This design comes from an exercise in tuning for small area on the open sky130 flow, not from production work. The RTL was checked by simulation tests, not by an equivalence proof against the original design. Power is estimated from default activity; no workload was simulated.

## nickel
## spectrum_peak_finder
module spectrum_peak_finder (
  input  logic        clk,
  input  logic        rst,
  input  logic [4:0]  curr_nfft,
  input  logic [15:0] s_re,
  input  logic [15:0] s_im,
  input  logic        s_valid,
  input  logic        s_last,
  output logic        s_ready,
  output logic [9:0]  max_index,
  output logic [31:0] max_mag,
  output logic        max_valid,
  output logic        frame_err
);
  logic [2:0]  st_q;
  logic        run_q, pub_now;
  logic [2:0]  nm_q;        
  logic [9:0]  cnt_q;       
  logic        err_q;       
  logic        v_q;         
  logic [31:0] mag_qn;      
  logic [31:0] best_mag;
  logic [8:0]  best_idx;
  logic [8:0]  max_idx_q;
  logic        beat, first_beat, is_last, frame_end, in_win, upd, busy;
  logic [9:0]  bin_k;
  logic [2:0]  nm_new;
  logic [31:0] mag_an, mag_bn, mag_n;
  assign busy       = st_q[2];
  assign run_q      = st_q[0];
  assign pub_now    = st_q[2] && st_q[1] && !st_q[0];    
  assign s_ready    = !busy && !rst;
  assign beat       = s_valid && s_ready;
  assign first_beat = beat && !run_q;
  assign bin_k      = run_q ? cnt_q + 10'd1 : 10'd0;
  assign is_last = run_q && (cnt_q == {nm_q, 7'b1111110});
  assign in_win  = run_q && (cnt_q[9] == 1'b0) && !(cnt_q[8] && !nm_q[2]) &&
                   !(cnt_q[7] && !nm_q[1]) && !(cnt_q[6] && !nm_q[0]) &&
                   (cnt_q[8:0] != {nm_q, 6'b111111});
  assign frame_end = beat && (s_last || is_last);
  always_comb begin
    case (curr_nfft)
      5'd7:    nm_new = 3'b000;
      5'd8:    nm_new = 3'b001;
      5'd9:    nm_new = 3'b011;
      default: nm_new = 3'b111;
    endcase
  end
  logic ren1;
  logic ren2;
  logic ren3;
  logic ren4;
  logic ren5;
  logic ren6;
  logic ren7;
  logic ren8;
  logic ren9;
  logic ren10;
  logic ren11;
  logic ren12;
  logic ren13;
  logic ren14;
  logic ren15;
  logic resn16;
  logic pp17;
  logic pp18;
  logic pp19;
  logic pp20;
  logic pp21;
  logic pp22;
  logic pp23;
  logic pp24;
  logic pp25;
  logic pp26;
  logic pp27;
  logic pp28;
  logic pp29;
  logic pp30;
  logic pp31;
  logic pp32;
  logic pp33;
  logic pp34;
  logic pp35;
  logic pp36;
  logic pp37;
  logic pp38;
  logic pp39;
  logic pp40;
  logic pp41;
  logic pp42;
  logic pp43;
  logic pp44;
  logic pp45;
  ...
==> flow/config.mk <==
export PLATFORM = sky130hd
export DESIGN_NAME = spectrum_peak_finder
export DESIGN_NICKNAME = spectrum_peak_finder
export VERILOG_FILES = /design/flow/design.v
export SDC_FILE = /design/flow/constraint.sdc
export NUM_CORES = 4
export LEC_CHECK = 0
export CAP_MARGIN = 20
export CORE_MARGIN = 2
export CORE_UTILIZATION = 60
export GPL_TIMING_DRIVEN = 0
export SLEW_MARGIN = 20
export SYNTH_HIERARCHICAL = 1
export SYNTH_MINIMUM_KEEP_SIZE = 0
==> flow/constraint.sdc <==
create_clock -name core_clock -period 7.5 [get_ports {clk}]
set_input_delay 1.5000 -clock core_clock [delete_from_list [all_inputs] [get_ports {clk}]]
set_output_delay 1.5000 -clock core_clock [all_outputs]
set_load 0.01 [all_outputs]
standard.sh (not shown) runs the stock make flow with config.mk's settings and CLKGATE_MAP_FILE= SYNTH_SCRIPT=/design/flow/synth_recipe.tcl, a recipe that flattens the netlist after the stock synthesis.
==> flow/flow/run.sh <==
#!/bin/bash
# Own layout flow: the standard layout (standard.sh, which also runs the
# standard synthesis) with these changes:
#  - after synthesis, the synthesis buffers are removed and flow/downsize.tcl swaps each combinational cell to the
#    smallest drive strength of its family (repair steps upsize as needed);
#  - the port buffers that buffer_ports inserts are sky130_fd_sc_hd__buf_1
#    (every input and output port still gets its own buffer);
#  - clock tree synthesis builds the tree from clkbuf_4 without dummy loads.
# Each tool's output goes to a log of its own in this folder (standard_synth.log,
# downsize.log, standard_flow.log); ORFS also keeps per-step logs in orfs/logs/.
set -euo pipefail
export BUFFER_PORTS_ARGS="-buffer_cell sky130_fd_sc_hd__buf_1"
export CTS_ARGS="-sink_clustering_enable -repair_clock_nets -dont_use_dummy_load -buf_list {sky130_fd_sc_hd__clkbuf_2 sky130_fd_sc_hd__clkbuf_4} -sink_clustering_size 8"
bash standard.sh synth > standard_synth.log 2>&1
R=orfs/results/$FLOW_PLATFORM/spectrum_peak_finder/base
cat > downsize_run.tcl <<EOT
read_liberty $FLOW_HOME/platforms/$FLOW_PLATFORM/lib/sky130_fd_sc_hd__tt_025C_1v80.lib
read_db $R/1_synth.odb
remove_buffers
source flow/downsize.tcl
write_db $R/1_synth.odb
EOT
openroad -no_init -exit downsize_run.tcl > downsize.log 2>&1
bash standard.sh > standard_flow.log 2>&1
Other scripts of this flow, unchanged in this note and not shown: flow/flow/downsize.tcl
nickel finished every step from synthesis to the final layout, and the layout passed the timing, DRC and antenna checks.
--- input diff nickel..xenon ---
--- a/flow/flow/run.sh
+++ b/flow/flow/run.sh
@@ -13 +13 @@
-export CTS_ARGS="-sink_clustering_enable -repair_clock_nets -dont_use_dummy_load -buf_list {sky130_fd_sc_hd__clkbuf_2 sky130_fd_sc_hd__clkbuf_4} -sink_clustering_size 8"
+export CTS_ARGS="-sink_clustering_enable -repair_clock_nets -dont_use_dummy_load -buf_list sky130_fd_sc_hd__clkbuf_8 -sink_clustering_size 20 -sink_clustering_max_diameter 60"
## What came out
Compared with nickel, in xenon post-route cell area rose 0.92%; count of inverters other than clock inverters in the layout about even; final wirelength rose 77 microns.
[compare] base=nickel new=xenon: smallest hold slack saw an increase, power attributed to combinational cells stayed essentially flat.
The core of xenon is more densely filled than that of nickel.
Looking only at ratio of final minimum period to clock period, and setting everything else aside, the lower value of xenon and nickel goes to xenon.
Compared nickel against xenon; wire length of the first global-routing pass within noise.
| cell count | nickel vs xenon | ≈ equal |
xenon and nickel ended up with roughly the same area taken by multi-input logic gates.
Any difference in sequential power between xenon and nickel is small enough to ignore.
What delta does differently from xenon at the input level:
--- a/flow/flow/run.sh
+++ b/flow/flow/run.sh
@@ -13 +13 @@
-export CTS_ARGS="-sink_clustering_enable -repair_clock_nets -dont_use_dummy_load -buf_list sky130_fd_sc_hd__clkbuf_8 -sink_clustering_size 20 -sink_clustering_max_diameter 60"
+export CTS_ARGS="-sink_clustering_enable -repair_clock_nets -dont_use_dummy_load -buf_list sky130_fd_sc_hd__clkbuf_4 -sink_clustering_size 10"
==> comparison <==
delta closes out successfully: all stages finished, all timing, DRC and antenna checks passed. Diff delta..xenon | die footprint | unchanged. Taking xenon as the reference point, the wire length after detailed routing of delta falls by 0.30%. xenon and delta ended up with nearly the same all-layer global routing usage. Shortest period the worst path allows was higher in delta than in xenon.

[what the ideal ports hide]
Ports are ideal in the flow. The routed layouts listed here were re-timed in OpenROAD. Step 1 assumes that a clkbuf_16 drives the clock port and a buf_2 every other input. Step 2 adds t to the input delays and takes it off the output delays; t is the mean of the earliest and latest rising clock arrival at the registers after step 1. Input paths then give back, and output paths get back, about the clock's delay inside the block. Three values: ideal, step 1, step 2; two values: the first two.
| run | t (ns) | setup WS [ns] | hold slack, ns | clock arrival spread, ns | slew at the worst register clock pin (ns) |
|---|---|---|---|---|---|
| nickel | 0.510 | 0.355 / 0.366 / -0.144 | 0.408 / 0.408 / 0.408 | 0.056 / 0.056 | 0.12 / 0.12 |
| xenon | 0.434 | 0.473 / 0.480 / 0.046 | 0.428 / 0.428 / 0.428 | 0.034 / 0.034 | 0.08 / 0.08 |
| delta | 0.510 | 0.355 / 0.366 / -0.144 | 0.408 / 0.408 / 0.408 | 0.056 / 0.056 | 0.12 / 0.12 |
Met with ideal ports but missed after step 2: setup timing in nickel and delta.
